Background: an optimization exercise with open tools, aiming at small area, a short achievable clock period and few clock cycles. Do not read the settings as production practice. At most, simulation tests tie the RTL to the original design; equivalence was not proved. No activity file was given, so power comes from the tool's default toggle rates.

Design gem_img_line_decoder, start of the top module:
module gem_img_line_decoder (
  input  logic        clk,
  input  logic        rst_n,
  input  logic        in_valid,
  output logic        in_ready,
  input  logic [7:0]  in_data_byte,
  input  logic        in_image_start,
  output logic        out_valid,
  input  logic        out_ready,
  output logic [1:0]  out_run_kind,
  output logic [7:0]  out_fill_byte,
  output logic [63:0] out_pattern_word,
  output logic [15:0] out_byte_count,
  output logic        out_end_of_line,
  output logic [7:0]  out_line_repeats,
  output logic        out_image_done,
  input  logic        cfg_valid,
  output logic        cfg_ready,
  input  logic [1:0]  cfg_index,
  input  logic [15:0] cfg_data
);
Size: roughly 1,200 cells after synthesis, roughly 140 I/O pins, ~9900 sq um of cells after synthesis.
export LEC_CHECK = 0
export ABC_AREA = 1
export CAP_MARGIN = 20
export CORE_MARGIN = 2
export CORE_UTILIZATION = 60
export PLACE_DENSITY = 0.75
export SETUP_SLACK_MARGIN = 5
export SLEW_MARGIN = 20
create_clock -name core_clock -period 10.5 [get_ports {clk}]
standard.sh (not shown) runs the stock make flow with config.mk's settings and CLKGATE_MAP_FILE= SYNTH_SCRIPT=/design/flow/synth_recipe.tcl, a recipe that flattens the netlist after the stock synthesis.
==> flow/flow/run.sh <==
#!/bin/bash
set -euo pipefail
bash standard.sh SETUP_SLACK_MARGIN=7.4 \
  "BUFFER_PORTS_ARGS=-buffer_cell sky130_fd_sc_hd__buf_1" \
  "CTS_ARGS=-sink_clustering_enable -repair_clock_nets -dont_use_dummy_load" \
  finish > standard.log 2>&1
Testbench counts at the start, summed over its fixed seeds: cycles 18,194.
Edit:
--- a/flow/design.v
+++ b/flow/design.v
@@ -71,19 +71,19 @@
   output logic [15:0] out_byte_count,
   output logic        out_end_of_line,
   output logic [7:0]  out_line_repeats,
   output logic        out_image_done,
   input  logic        cfg_valid,
   output logic        cfg_ready,
   input  logic [1:0]  cfg_index,
   input  logic [15:0] cfg_data
 );
-  logic [3:0]  plen_r;
+  logic [2:0]  pm1_r;
   logic [15:0] lb_r;
   logic [15:0] lt_r;
   logic        a_vld, b_vld, ir_r;
   logic [7:0]  a_d, b_d;
   logic        b_s;
   logic [3:0]  ph_r;
   logic [15:0] bl_r;       
   logic [15:0] ll_r;       
   logic        act_r;      
@@ -154,19 +154,19 @@
   assign bl_e       = line_start ? lb_r : bl_r;
   assign d_zero = (d == 8'h00);
   assign d_80   = (d == TAG_BITSTR);
   assign d_ff   = (d == REP_MARK);
   assign tagph = line_start || (ph_r == PH_TAG);
   assign solid = tagph && !d_zero && !d_80;
   assign lit   = (ph_r == PH_LITERAL);
   assign patb  = (ph_r == PH_PATTERN) || ((ph_r == PH_SAW00) && !d_ff);
   assign first = (idx_r == 3'd0);
-  assign full  = (idx_r == 3'(plen_r - 4'd1));
+  assign full  = (idx_r == pm1_r);
   assign emit  = act_r && (solid || lit || (patb && full));
   assign cstep = (ph_r == PH_SAW0) || (ph_r == PH_PCOUNT);
   always_comb begin
     if (tagph)    cnt = {4'd0, d[6:0]};
     else if (lit) cnt = 11'd1;
     else          cnt = tc_r;
   end
   gimg_cmpsub #(.W(11)) u_bl (.a(bl_e[10:0]), .b(cnt), .d(dlo), .ge(bge), .gt(bgt));
   assign eol_c = (bl_e[15:11] == 5'd0) && !bgt;
@@ -271,27 +271,27 @@
   assign out_run_kind     = kind_r;
   assign out_fill_byte    = fill_r;
   assign out_pattern_word = store_r;
   assign out_byte_count   = {5'd0, cnt_r};
   assign out_end_of_line  = eol_r;
   assign out_line_repeats = reps_r;
   assign out_image_done   = done_r;
   always_ff @(posedge clk) begin
     if (!rst_n) begin
-      plen_r <= PATTERN_BYTES_RST;
+      pm1_r  <= 3'(PATTERN_BYTES_RST - 4'd1);
       lb_r   <= LINE_BYTES_RST;
       lt_r   <= LINE_TOTAL_RST;
     end else if (cfg_valid) begin
       case (cfg_index)
         CFG_PATTERN_BYTES: begin
-          if (cfg_data[3:0] == 4'd0)     plen_r <= 4'd1;
-          else if (cfg_data[3:0] > 4'd8) plen_r <= 4'd8;
-          else                           plen_r <= cfg_data[3:0];
+          if (cfg_data[3:0] == 4'd0)     pm1_r <= 3'd0;
+          else if (cfg_data[3:0] > 4'd8) pm1_r <= 3'd7;
+          else                           pm1_r <= 3'(cfg_data[3:0] - 4'd1);
         end
         CFG_LINE_BYTES: lb_r <= cfg_data;
         CFG_LINE_TOTAL: lt_r <= cfg_data;
         default: begin
         end
       endcase
     end
   end
 endmodule
Result:
- The new run completed without violations
- global-route usage falls by 0.47 points
- count of clock-buffer cells in the layout does not change
- die area falls by 0.82%
- design area rises by 0.65%
- power rises by 1.5%
- register-to-register slack is about the same
- final cell count falls by 0.39%
- setup slack got worse by 0.012 ns
- synthesized cell count falls by 2.1%
- worst hold slack improved by 0.0035 ns
- critical path depth does not change
- fmax falls by 0.37%
- core utilization rises by 0.77 points
The RTL of the second run of this note was laid out without a check of its function.

* * *

The RTL this note starts from:
==> flow/design.v <==
package gimg_pkg;
  localparam logic [1:0] CFG_PATTERN_BYTES = 2'd0;
  localparam logic [1:0] CFG_LINE_BYTES    = 2'd1;
  localparam logic [1:0] CFG_LINE_TOTAL    = 2'd2;
  localparam logic [3:0]  PATTERN_BYTES_RST = 4'd2;
  localparam logic [15:0] LINE_BYTES_RST    = 16'd80;
  localparam logic [15:0] LINE_TOTAL_RST    = 16'd400;
  localparam logic [1:0] KIND_FILL    = 2'd0;
  localparam logic [1:0] KIND_LITERAL = 2'd1;
  localparam logic [1:0] KIND_PATTERN = 2'd2;
  localparam logic [7:0] TAG_PATTERN = 8'h00;
  localparam logic [7:0] TAG_BITSTR  = 8'h80;
  localparam logic [7:0] REP_MARK    = 8'hff;
  localparam logic [3:0] PH_LINE    = 4'd0;
  localparam logic [3:0] PH_SAW0    = 4'd1;
  localparam logic [3:0] PH_SAW00   = 4'd2;
  localparam logic [3:0] PH_REPN    = 4'd3;
  localparam logic [3:0] PH_TAG     = 4'd4;
  localparam logic [3:0] PH_PCOUNT  = 4'd5;
  localparam logic [3:0] PH_PATTERN = 4'd6;
  localparam logic [3:0] PH_LCOUNT  = 4'd7;
  localparam logic [3:0] PH_LITERAL = 4'd8;
  localparam logic [3:0] PH_LSKIP   = 4'd9;
endpackage
module gimg_cmpsub #(
  parameter int W = 8
) (
  input  logic [W-1:0] a,
  input  logic [W-1:0] b,
  output logic [W-1:0] d,
  output logic         ge,
  output logic         gt
);
  localparam int L = $clog2(W);
  logic [W-1:0] gl [0:L];
  logic [W-1:0] pl [0:L];
  assign gl[0] = a & ~b;
  assign pl[0] = ~(a ^ b);
  for (genvar l = 0; l < L; l++) begin : g_lvl
    for (genvar i = 0; i < W; i++) begin : g_bit
      if (((i >> l) & 1) == 1) begin : g_join
        localparam int J = ((i >> l) << l) - 1;
        assign gl[l+1][i] = gl[l][i] | (pl[l][i] & gl[l][J]);
        assign pl[l+1][i] = pl[l][i] & pl[l][J];
      end else begin : g_pass
        assign gl[l+1][i] = gl[l][i];
        assign pl[l+1][i] = pl[l][i];
      end
    end
  end
  assign d[0] = ~pl[0][0];
  for (genvar i = 1; i < W; i++) begin : g_sum
    assign d[i] = pl[0][i] ^ (gl[L][i-1] | pl[L][i-1]);
  end
  assign ge = gl[L][W-1] | pl[L][W-1];
  assign gt = gl[L][W-1];
endmodule
import gimg_pkg::*;
module gem_img_line_decoder (
  input  logic        clk,
  input  logic        rst_n,
  input  logic        in_valid,
  output logic        in_ready,
  input  logic [7:0]  in_data_byte,
  input  logic        in_image_start,
  output logic        out_valid,
  input  logic        out_ready,
  output logic [1:0]  out_run_kind,
  output logic [7:0]  out_fill_byte,
  output logic [63:0] out_pattern_word,
  output logic [15:0] out_byte_count,
  output logic        out_end_of_line,
  output logic [7:0]  out_line_repeats,
  output logic        out_image_done,
  input  logic        cfg_valid,
  output logic        cfg_ready,
  input  logic [1:0]  cfg_index,
  input  logic [15:0] cfg_data
);
  logic [3:0]  plen_r;
  logic [15:0] lb_r;
  logic [15:0] lt_r;
  logic        a_vld, b_vld, ir_r;
  logic [7:0]  a_d, b_d;
  logic        b_s;
  logic [3:0]  ph_r;
  logic [15:0] bl_r;       
  logic [15:0] ll_r;       
  logic        act_r;      
  logic [7:0]  rep_r;      
  logic [10:0] tc_r;       
  logic [2:0]  idx_r;      
  logic        out_vld_r;
  logic [1:0]  kind_r;
  logic [7:0]  fill_r;
  logic [63:0] store_r;
  logic [10:0] cnt_r;      
  logic        eol_r;
  logic [7:0]  reps_r;
  logic        done_r;
  logic in_take, step, a_free, a_new_vld, a_new_s, init;
  logic b_vld_nxt;
  assign in_ready  = ir_r;
  assign in_take   = in_valid && !b_vld;
  assign step      = a_vld && (!out_vld_r || out_ready);
  assign a_free    = !a_vld || step;
  assign a_new_vld = b_vld || in_take;
  assign a_new_s   = b_vld ? b_s : in_image_start;
  assign init      = a_free && a_new_vld && a_new_s;
  assign b_vld_nxt = a_free ? 1'b0 : a_new_vld;
  assign cfg_ready = 1'b1;
  always_ff @(posedge clk) begin
    if (!rst_n) begin
      a_vld <= 1'b0;
      b_vld <= 1'b0;
      ir_r  <= 1'b1;
    end else begin
      if (a_free) a_vld <= a_new_vld;
      b_vld <= b_vld_nxt;
      ir_r  <= !b_vld_nxt;
    end
  end
  always_ff @(posedge clk) begin
    if (a_free) begin
      a_d <= b_vld ? b_d : in_data_byte;
    end
    if (!b_vld) begin
      b_d <= in_data_byte;
      b_s <= in_image_start;
    end
  end
  logic [7:0]  d;
  logic        line_start;
  logic [15:0] bl_e;
  logic        d_zero, d_80, d_ff;
  logic        tagph, solid, lit, patb, first, full, emit, cstep;
  logic [10:0] cnt;
  logic [10:0] dlo;
  logic        bge, bgt;
  logic [15:0] diff;
  logic        eol_c;
  logic [10:0] clip;
  logic [7:0]  llo;
  logic        lge, lgt;
  logic [15:0] ll_sub;
  logic        done_c;
  logic [7:0]  reps_c;
  logic        more;
  logic [10:0] tc_add, tc_sum;
  logic [3:0]  ph_nxt;
  logic [15:0] lt_in;
  assign d = a_d;
  assign line_start = (ph_r == PH_LINE);
  assign bl_e       = line_start ? lb_r : bl_r;
  assign d_zero = (d == 8'h00);
  assign d_80   = (d == TAG_BITSTR);
  assign d_ff   = (d == REP_MARK);
  assign tagph = line_start || (ph_r == PH_TAG);
  assign solid = tagph && !d_zero && !d_80;
  assign lit   = (ph_r == PH_LITERAL);
  assign patb  = (ph_r == PH_PATTERN) || ((ph_r == PH_SAW00) && !d_ff);
  assign first = (idx_r == 3'd0);
  assign full  = (idx_r == 3'(plen_r - 4'd1));
  assign emit  = act_r && (solid || lit || (patb && full));
  assign cstep = (ph_r == PH_SAW0) || (ph_r == PH_PCOUNT);
  always_comb begin
    if (tagph)    cnt = {4'd0, d[6:0]};
    else if (lit) cnt = 11'd1;
    else          cnt = tc_r;
  end
  gimg_cmpsub #(.W(11)) u_bl (.a(bl_e[10:0]), .b(cnt), .d(dlo), .ge(bge), .gt(bgt));
  assign eol_c = (bl_e[15:11] == 5'd0) && !bgt;
  assign diff  = {bge ? bl_e[15:11] : bl_e[15:11] - 5'd1, dlo};
  assign clip  = eol_c ? bl_e[10:0] : cnt;
  gimg_cmpsub #(.W(8)) u_ll (.a(ll_r[7:0]), .b(rep_r), .d(llo), .ge(lge), .gt(lgt));
  assign done_c = (ll_r[15:8] == 8'd0) && !lgt;
  assign ll_sub = {lge ? ll_r[15:8] : ll_r[15:8] - 8'd1, llo};
  assign reps_c = done_c ? ll_r[7:0] : rep_r;
  assign more   = (tc_r[7:0] != 8'd1);
  assign tc_add = patb ? {3'd0, store_r[63:56]} : 11'h7ff;
  assign tc_sum = tc_r + tc_add;
  assign lt_in = (cfg_valid && cfg_index == CFG_LINE_TOTAL) ? cfg_data : lt_r;
  always_comb begin
    ph_nxt = ph_r;
    case (ph_r)
      PH_LINE, PH_TAG: begin
        if (d_zero)    ph_nxt = line_start ? PH_SAW0 : PH_PCOUNT;
        else if (d_80) ph_nxt = PH_LCOUNT;
        else           ph_nxt = eol_c ? PH_LINE : PH_TAG;
      end
      PH_SAW0:    ph_nxt = d_zero ? PH_SAW00 : PH_PATTERN;
      PH_SAW00, PH_PATTERN: begin
        if (d_ff && ph_r == PH_SAW00) ph_nxt = PH_REPN;
        else if (full)                ph_nxt = eol_c ? PH_LINE : PH_TAG;
        else                          ph_nxt = PH_PATTERN;
      end
      PH_REPN:    ph_nxt = PH_TAG;
      PH_PCOUNT:  ph_nxt = PH_PATTERN;
      PH_LCOUNT:  ph_nxt = d_zero ? PH_TAG : PH_LITERAL;
      PH_LITERAL: begin
        if (more) ph_nxt = eol_c ? PH_LSKIP : PH_LITERAL;
        else      ph_nxt = eol_c ? PH_LINE : PH_TAG;
      end
      PH_LSKIP:   ph_nxt = more ? PH_LSKIP : PH_LINE;
      default:    ph_nxt = PH_LINE;
    endcase
  end
  always_ff @(posedge clk) begin
    if (!rst_n) begin
      act_r <= 1'b0;
    end else if (init) begin
      act_r <= (lt_in != 16'd0);
    end else if (step && emit && eol_c && done_c) begin
      act_r <= 1'b0;
    end
  end
  always_ff @(posedge clk) begin
    if (init) begin
      ph_r  <= PH_LINE;
      ll_r  <= lt_in;
      rep_r <= 8'd1;
    end else if (step) begin
      ph_r <= ph_nxt;
      if (emit && eol_c)         ll_r <= ll_sub;
      if (emit && eol_c)         rep_r <= 8'd1;
      else if (ph_r == PH_REPN)  rep_r <= d_zero ? 8'd1 : d;
    end
    if (step) begin
      bl_r <= emit ? diff : bl_e;
      if (cstep || ph_r == PH_LCOUNT)                  tc_r <= {3'd0, d};
      else if ((patb && !full) || lit || ph_r == PH_LSKIP) tc_r <= tc_sum;
      idx_r <= patb ? idx_r + 3'd1 : 3'd0;
    end
  end
  logic       cl_en;
  logic [1:0] kind_n;
  logic [7:0] fill_n;
  logic [7:0] st_wr, st_hold;
  assign cl_en  = step && emit;
  assign kind_n = patb ? KIND_PATTERN : (lit ? KIND_LITERAL : KIND_FILL);
  assign fill_n = lit ? d : (patb ? 8'd0 : {8{d[7]}});
  always_ff @(posedge clk) begin
    if (!rst_n) begin
      out_vld_r <= 1'b0;
    end else begin
      out_vld_r <= (step && emit) || (!step && out_vld_r && !out_ready);
    end
  end
  always_ff @(posedge clk) begin
    kind_r <= (kind_n & {2{step}}) | (kind_r & {2{!step}});
    fill_r <= (fill_n & {8{step}}) | (fill_r & {8{!step}});
    cnt_r  <= (clip & {11{cl_en}}) | (cnt_r & {11{!cl_en}});
    eol_r  <= (eol_c & cl_en) | (eol_r & !cl_en);
    reps_r <= (reps_c & {8{cl_en && eol_c}}) | (reps_r & {8{!cl_en}});
    done_r <= (done_c & eol_c & cl_en) | (done_r & !cl_en);
  end
  always_comb begin
    for (int k = 0; k < 7; k++) begin
      st_wr[k]   = step && patb && (idx_r == 3'(k));
      st_hold[k] = !step || (patb && (idx_r != 3'(k)) && (idx_r != 3'd0));
    end
    st_wr[7]   = step && ((patb && idx_r == 3'd7) || cstep);
    st_hold[7] = !step || (patb && !full);
  end
  always_ff @(posedge clk) begin
    for (int k = 0; k < 8; k++) begin
      store_r[8*k +: 8] <= (d & {8{st_wr[k]}}) | (store_r[8*k +: 8] & {8{st_hold[k]}});
    end
  end
  assign out_valid        = out_vld_r;
  assign out_run_kind     = kind_r;
  assign out_fill_byte    = fill_r;
  assign out_pattern_word = store_r;
  assign out_byte_count   = {5'd0, cnt_r};
  assign out_end_of_line  = eol_r;
  assign out_line_repeats = reps_r;
  assign out_image_done   = done_r;
  always_ff @(posedge clk) begin
    if (!rst_n) begin
      plen_r <= PATTERN_BYTES_RST;
      lb_r   <= LINE_BYTES_RST;
      lt_r   <= LINE_TOTAL_RST;
    end else if (cfg_valid) begin
      case (cfg_index)
        CFG_PATTERN_BYTES: begin
          if (cfg_data[3:0] == 4'd0)     plen_r <= 4'd1;
          else if (cfg_data[3:0] > 4'd8) plen_r <= 4'd8;
          else                           plen_r <= cfg_data[3:0];
        end
        CFG_LINE_BYTES: lb_r <= cfg_data;
        CFG_LINE_TOTAL: lt_r <= cfg_data;
        default: begin
        end
      endcase
    end
  end
endmodule
clock: 10.5 ns
lec_check: 0
abc_area: 1
cap_margin: 20
core_margin: 2
core_utilization: 60
place_density: 0.75
setup_slack_margin: 5
slew_margin: 20
==> flow/flow/run.sh <==
#!/bin/bash
set -euo pipefail
bash standard.sh SETUP_SLACK_MARGIN=7.3 \
  "BUFFER_PORTS_ARGS=-buffer_cell sky130_fd_sc_hd__buf_1" \
  "CTS_ARGS=-sink_clustering_enable -repair_clock_nets -dont_use_dummy_load" \
  finish > standard.log 2>&1
The starting point passed the timing, design-rule and antenna checks.
Testbench counts at the start, summed over its fixed seeds: cycles 18,194.
Change:
--- a/flow/design.v
+++ b/flow/design.v
@@ -77,7 +77,7 @@
   input  logic [1:0]  cfg_index,
   input  logic [15:0] cfg_data
 );
-  logic [3:0]  plen_r;
+  logic [2:0]  pm1_r;
   logic [15:0] lb_r;
   logic [15:0] lt_r;
   logic        a_vld, b_vld, ir_r;
@@ -160,7 +160,7 @@
   assign lit   = (ph_r == PH_LITERAL);
   assign patb  = (ph_r == PH_PATTERN) || ((ph_r == PH_SAW00) && !d_ff);
   assign first = (idx_r == 3'd0);
-  assign full  = (idx_r == 3'(plen_r - 4'd1));
+  assign full  = (idx_r == pm1_r);
   assign emit  = act_r && (solid || lit || (patb && full));
   assign cstep = (ph_r == PH_SAW0) || (ph_r == PH_PCOUNT);
   always_comb begin
@@ -277,15 +277,15 @@
   assign out_image_done   = done_r;
   always_ff @(posedge clk) begin
     if (!rst_n) begin
-      plen_r <= PATTERN_BYTES_RST;
+      pm1_r  <= 3'(PATTERN_BYTES_RST - 4'd1);
       lb_r   <= LINE_BYTES_RST;
       lt_r   <= LINE_TOTAL_RST;
     end else if (cfg_valid) begin
       case (cfg_index)
         CFG_PATTERN_BYTES: begin
-          if (cfg_data[3:0] == 4'd0)     plen_r <= 4'd1;
-          else if (cfg_data[3:0] > 4'd8) plen_r <= 4'd8;
-          else                           plen_r <= cfg_data[3:0];
+          if (cfg_data[3:0] == 4'd0)     pm1_r <= 3'd0;
+          else if (cfg_data[3:0] > 4'd8) pm1_r <= 3'd7;
+          else                           pm1_r <= 3'(cfg_data[3:0] - 4'd1);
         end
         CFG_LINE_BYTES: lb_r <= cfg_data;
         CFG_LINE_TOTAL: lt_r <= cfg_data;
=> Die area shrinks by 0.82%; design area barely changes; register-to-register slack got worse by 0.03 ns; total power came out higher by 1.0%; fmax is about the same.
The RTL of the second run of this note was laid out without a check of its function.

[port drivers added, routing unchanged]
The results above use ideal ports. As a check the final layouts listed here were re-extracted and re-timed, cells and wires unchanged. Step 1: set_driving_cell puts a clkbuf_16 on clk and a buf_2 on each other input, an assumption about the parent block. Step 2 times the ports against the registers' clock, not the clock port: input delays grow and output delays shrink by t, the midpoint of the rising clock arrivals with the driver on. Three values: ideal, step 1, step 2; two values: the first two.
run	t, ns	setup WS [ns]	worst register clock-pin slew, ns	pins driven straight from the clock port
the first run of note 1	0.540	7.345 / 7.301 / 6.923	0.07 / 0.07	1
the second run of note 1	0.536	7.333 / 7.293 / 6.902	0.06 / 0.06	1
the first run of note 2	0.531	7.337 / 7.293 / 6.833	0.06 / 0.06	1
the second run of note 2	0.540	7.341 / 7.303 / 6.810	0.06 / 0.06	1
After both steps every run listed still meets setup and hold. The setup slack of the second run of note 2, which loses most, moves by -0.038 ns with the drivers and by -0.531 ns with both steps.
